This design comes from an exercise in tuning for small area, a short achievable clock period and few clock cycles per item on the open sky130 flow, not from production work. At most, simulation tests tie the RTL to the original design; equivalence was not proved.

Design ooo_core, start of the top module:
module ooo_core (
    input  wire logic        clk,
    input  wire logic        i_arst_n,
    input  wire logic        i_disp_valid,
    input  wire logic [2:0]  i_disp_op,
    input  wire logic [4:0]  i_disp_rdst,
    input  wire logic [31:0] i_disp_a,
    input  wire logic [31:0] i_disp_b,
    output logic             o_disp_ready,
    output logic             o_ret_valid,
    output logic [4:0]       o_ret_rdst,
    output logic [2:0]       o_ret_tag,
    output logic [31:0]      o_ret_data,
    input  wire logic        i_ret_ready
);
export LEC_CHECK = 0
export CAP_MARGIN = 20
export CORE_MARGIN = 2
export CORE_UTILIZATION = 40
export SETUP_SLACK_MARGIN = 3.3
export SLEW_MARGIN = 20
create_clock -name core_clock -period 6.5 [get_ports {clk}]
standard.sh (not shown) runs the stock make flow with config.mk's settings and CLKGATE_MAP_FILE= SYNTH_SCRIPT=/design/flow/synth_recipe.tcl, a recipe that flattens the netlist after the stock synthesis.
==> flow/flow/run.sh <==
#!/bin/bash
# The standard layout (standard.sh, unchanged ORFS steps), with one synthesis option:
# SYNTH_ARGS=-noabc skips the quick "abc -fast" inside Yosys's generic synth, so that
# extract_fa meets the carry-save adder tree as the RTL writes it and maps it onto
# full-adder cells without inverters between them. The main ABC mapping still runs.
# Registers and their names are the same as the standard synthesis's.
# Port buffers: every input and output port still gets its own buffer, but the smallest
# plain buffer rather than a delay buffer; the resizer upsizes the ones that need it.
set -euo pipefail
cd "$(dirname "${BASH_SOURCE[0]}")/.."
export SYNTH_ARGS="-noabc"
export BUFFER_PORTS_ARGS="-buffer_cell sky130_fd_sc_hd__buf_1"
bash standard.sh > flow_standard.log 2>&1
Testbench counts at the start, summed over its fixed seeds: cycles 9,148, items 8,000.
Rerun with:
--- a/flow/flow/run.sh
+++ b/flow/flow/run.sh
@@ -8,0 +9 @@
+# Clock tree: no dummy loads (and, here, larger sink clusters), for fewer clock cells.
@@ -12,0 +14 @@
+export CTS_ARGS="-sink_clustering_enable -repair_clock_nets -dont_use_dummy_load"
- SETUP_SLACK_MARGIN: 3.3 -> 3.1
The new run completed with no timing, DRC or antenna violations.
First-iteration DRC count rises by 4.9%.
Cell count falls by 2.9%.
Final area falls by 7.1%.
Synthesized area is unchanged.
Synthesized cell count is unchanged.
Utilization falls by 3.5 points.
Routed wire length falls by 4.7%.

* * *

ooo_core, a different RTL version from the one above (not shown whole).
For scale: roughly 2,100 cells after synthesis, roughly 310 flip-flops, ~120 I/O pins.
// ooo_core
module ooo_core (
    input  wire logic        clk,
    input  wire logic        i_arst_n,
    input  wire logic        i_disp_valid,
    input  wire logic [2:0]  i_disp_op,
    input  wire logic [4:0]  i_disp_rdst,
    input  wire logic [31:0] i_disp_a,
    input  wire logic [31:0] i_disp_b,
    output logic             o_disp_ready,
    output logic             o_ret_valid,
    output logic [4:0]       o_ret_rdst,
    output logic [2:0]       o_ret_tag,
    output logic [31:0]      o_ret_data,
    input  wire logic        i_ret_ready
);
Settings: LEC_CHECK=0, CAP_MARGIN=20, CORE_MARGIN=2, CORE_UTILIZATION=40, CTS_BUF_LIST=sky130_fd_sc_hd__clkbuf_4 sky130_fd_sc_hd__clkbuf_8, SETUP_SLACK_MARGIN=2.8, SLEW_MARGIN=20; clock period 6.5 ns.
==> flow/flow/run.sh <==
#!/bin/bash
# The standard layout (standard.sh, unchanged ORFS steps), with one synthesis option:
# SYNTH_ARGS=-noabc skips the quick "abc -fast" inside Yosys's generic synth, so that
# extract_fa meets the carry-save adder tree as the RTL writes it and maps it onto
# full-adder cells without inverters between them. The main ABC mapping still runs.
# Registers and their names are the same as the standard synthesis's.
# Port buffers: every input and output port still gets its own buffer, but the smallest
# plain buffer rather than a delay buffer; the resizer upsizes the ones that need it.
set -euo pipefail
cd "$(dirname "${BASH_SOURCE[0]}")/.."
export SYNTH_ARGS="-noabc"
export BUFFER_PORTS_ARGS="-buffer_cell sky130_fd_sc_hd__buf_1"
bash standard.sh > flow_standard.log 2>&1
The baseline ran to the end with no violations.
==> next run, changes <==
--- a/flow/config.mk
+++ b/flow/config.mk
@@ -8,6 +8,5 @@
 export CAP_MARGIN = 20
 export CORE_MARGIN = 2
-export CORE_UTILIZATION = 40
-export CTS_BUF_LIST = sky130_fd_sc_hd__clkbuf_4 sky130_fd_sc_hd__clkbuf_8
+export CORE_UTILIZATION = 55
 export SETUP_SLACK_MARGIN = 2.8
 export SLEW_MARGIN = 20
The new run went through all stages and came out clean.
Final cell count falls by 7.5%.
Count of clock-buffer cells in the layout falls by 31.
Cell area stays flat.
Non-clock buffer count climbs by 4.
Routed wire length falls by 5.6%.
No functional check of the RTL was part of any run of this note.

* * *

Setup of run A:
RTL: one of the versions met above, not the one the previous note started from.
Size: roughly 2100 cells after synthesis, ~250 flip-flops, roughly 120 I/O pins.
clock: 6.5 ns
lec_check: 0
cap_margin: 20
core_margin: 2
core_utilization: 40
setup_slack_margin: 3.1
slew_margin: 20
tns_end_percent: 0
Scripts as last shown in full above: flow/flow/run.sh
Testbench counts of run A, summed over its fixed seeds: cycles 9,148, items 8,000.
> inputs changed (run A -> run B)
Settings: clearing TNS_END_PERCENT, which used to be 0.
diff --git a/flow/flow/run.sh b/flow/flow/run.sh
--- a/flow/flow/run.sh
+++ b/flow/flow/run.sh
@@ -7,7 +7,9 @@
 # Port buffers: every input and output port still gets its own buffer, but the smallest
 # plain buffer rather than a delay buffer; the resizer upsizes the ones that need it.
+# Clock tree: no dummy loads (and, here, larger sink clusters), for fewer clock cells.
 set -euo pipefail
 cd "$(dirname "${BASH_SOURCE[0]}")/.."
 export SYNTH_ARGS="-noabc"
 export BUFFER_PORTS_ARGS="-buffer_cell sky130_fd_sc_hd__buf_1"
+export CTS_ARGS="-sink_clustering_enable -repair_clock_nets -dont_use_dummy_load -sink_clustering_size 20 -sink_clustering_max_diameter 100"
 bash standard.sh > flow_standard.log 2>&1
==> comparison <==
- From run A to run B the numbers moved as follows: final area rose by about 0.45%; number of buffers inserted to repair setup after CTS rose by 67; number of antenna violations at the first check in global routing rose by 2; global-route wire length before repair rose by 1.2%.
diff inputs: run B => run C
Settings: a change of SETUP_SLACK_MARGIN from 3.1 to 3.0.
diff --git a/flow/flow/run.sh b/flow/flow/run.sh
--- a/flow/flow/run.sh
+++ b/flow/flow/run.sh
@@ -7,5 +7,5 @@
 # Port buffers: every input and output port still gets its own buffer, but the smallest
 # plain buffer rather than a delay buffer; the resizer upsizes the ones that need it.
-# Clock tree: no dummy loads (and, here, larger sink clusters), for fewer clock cells.
+# Clock tree: no dummy loads and larger sink clusters, for fewer clock cells.
 set -euo pipefail
 cd "$(dirname "${BASH_SOURCE[0]}")/.."
## What came out
Run C did not stop at any stage, and its layout met the timing, design-rule and antenna checks. Changes observed in run C relative to run B: worst path setup slack after routing went down by 0.12 ns, first-pass GRT wire length went down by 0.32%. Run C vs. run B: clock network contribution to total cell area ~0 delta, signed area change from the synthesized netlist to the final layout -0.17 points. As far as number of flops mapped to enable cells by yosys goes, run B and run C are indistinguishable; the numbers are identical. Area of all placed cells without fillers across run C and run B: no real change. Worst setup slack after placement ended up 0.12 ns lower on run C than on run B.
--- input diff run C..run D ---
Settings: swapping 3.0 for 3.6 in SETUP_SLACK_MARGIN.
diff --git a/flow/flow/run.sh b/flow/flow/run.sh
--- a/flow/flow/run.sh
+++ b/flow/flow/run.sh
@@ -7,9 +7,7 @@
 # Port buffers: every input and output port still gets its own buffer, but the smallest
 # plain buffer rather than a delay buffer; the resizer upsizes the ones that need it.
-# Clock tree: no dummy loads and larger sink clusters, for fewer clock cells.
 set -euo pipefail
 cd "$(dirname "${BASH_SOURCE[0]}")/.."
 export SYNTH_ARGS="-noabc"
 export BUFFER_PORTS_ARGS="-buffer_cell sky130_fd_sc_hd__buf_1"
-export CTS_ARGS="-sink_clustering_enable -repair_clock_nets -dont_use_dummy_load -sink_clustering_size 20 -sink_clustering_max_diameter 100"
 bash standard.sh > flow_standard.log 2>&1
### Flow results
[compare] base=run C new=run D: number of cells upsized or downsized after cts moved up, sum of routed wire length over all layers moved up, final cell count moved up, cell area reported after detailed placement moved up.
Buffer share of cell area ends up lower on run C.
Summary — sequential share of layout area, run D relative to run C: lower, by 3.9 points.

* * *

ooo_core again, from the RTL that the note above started with.
Settings: LEC_CHECK=0, CAP_MARGIN=20, CORE_MARGIN=2, CORE_UTILIZATION=40, SETUP_SLACK_MARGIN=3.1, SLEW_MARGIN=20; clock period 6.5 ns.
==> flow/flow/run.sh <==
#!/bin/bash
# The standard layout (standard.sh, unchanged ORFS steps), with one synthesis option:
# SYNTH_ARGS=-noabc skips the quick "abc -fast" inside Yosys's generic synth, so that
# extract_fa meets the carry-save adder tree as the RTL writes it and maps it onto
# full-adder cells without inverters between them. The main ABC mapping still runs.
# Registers and their names are the same as the standard synthesis's.
# Port buffers: every input and output port still gets its own buffer, but the smallest
# plain buffer rather than a delay buffer; the resizer upsizes the ones that need it.
set -euo pipefail
cd "$(dirname "${BASH_SOURCE[0]}")/.."
export SYNTH_ARGS="-noabc"
export BUFFER_PORTS_ARGS="-buffer_cell sky130_fd_sc_hd__buf_1"
bash standard.sh > flow_standard.log 2>&1
Testbench counts at the start, summed over its fixed seeds: cycles 9,148, items 8,000.
Rerun with:
--- a/flow/flow/run.sh
+++ b/flow/flow/run.sh
@@ -7,7 +7,9 @@
 # Port buffers: every input and output port still gets its own buffer, but the smallest
 # plain buffer rather than a delay buffer; the resizer upsizes the ones that need it.
+# Clock tree: no dummy loads and larger sink clusters, for fewer clock cells.
 set -euo pipefail
 cd "$(dirname "${BASH_SOURCE[0]}")/.."
 export SYNTH_ARGS="-noabc"
 export BUFFER_PORTS_ARGS="-buffer_cell sky130_fd_sc_hd__buf_1"
+export CTS_ARGS="-sink_clustering_enable -repair_clock_nets -dont_use_dummy_load -sink_clustering_size 20 -sink_clustering_max_diameter 100"
 bash standard.sh > flow_standard.log 2>&1
The new run passed the timing, design-rule and antenna checks; area after synthesis is unchanged; wire length went down by about 0.6%; setup slack gains 0.0054 ns; count of clock-buffer cells in the layout went down by 14.

-- separate check: timing with driven ports --
Ports are ideal in the flow. The routed layouts listed here were re-timed in OpenROAD. Step 1, drivers: a clkbuf_16 drives clk and a buf_2 each remaining input, both assumed. Step 2 also shifts input and output timing later by t, the mid clock arrival at the registers, as if the neighbouring blocks saw the same clock. Three values: no drivers, after step 1, after step 2; two values: the first two.
run | t, ns | setup WS [ns] | worst hold slack (ns) | worst data-port slew with drivers (ns)
the first run of note 1 | 0.654 | 2.944 / 2.944 / 2.870 | 0.420 / 0.420 / 0.420 | 0.06
the second run of note 1 | 0.620 | 3.006 / 3.006 / 2.831 | 0.415 / 0.415 / 0.415 | 0.06
the first run of note 2 | 0.714 | 2.687 / 2.687 / 2.687 | 0.416 / 0.416 / 0.416 | 0.09
the second run of note 2 | 0.607 | 2.743 / 2.743 / 2.743 | 0.419 / 0.419 / 0.419 | 0.08
run A | 0.641 | 2.926 / 2.926 / 2.848 | 0.411 / 0.411 / 0.411 | 0.06
run B | 0.572 | 3.049 / 3.049 / 2.828 | 0.423 / 0.423 / 0.423 | 0.06
run C | 0.581 | 2.927 / 2.927 / 2.683 | 0.423 / 0.423 / 0.423 | 0.05
run D | 0.662 | 2.940 / 2.940 / 2.940 | 0.416 / 0.416 / 0.416 | 0.06
the first run of note 4 | 0.654 | 3.044 / 3.044 / 2.878 | 0.419 / 0.419 / 0.419 | 0.06
the second run of note 4 | 0.572 | 3.049 / 3.049 / 2.828 | 0.423 / 0.423 / 0.423 | 0.06
After both steps every run listed still meets setup and hold. The setup slack of run C, which loses most, moves by 0.000 ns with the drivers and by -0.244 ns with both steps.
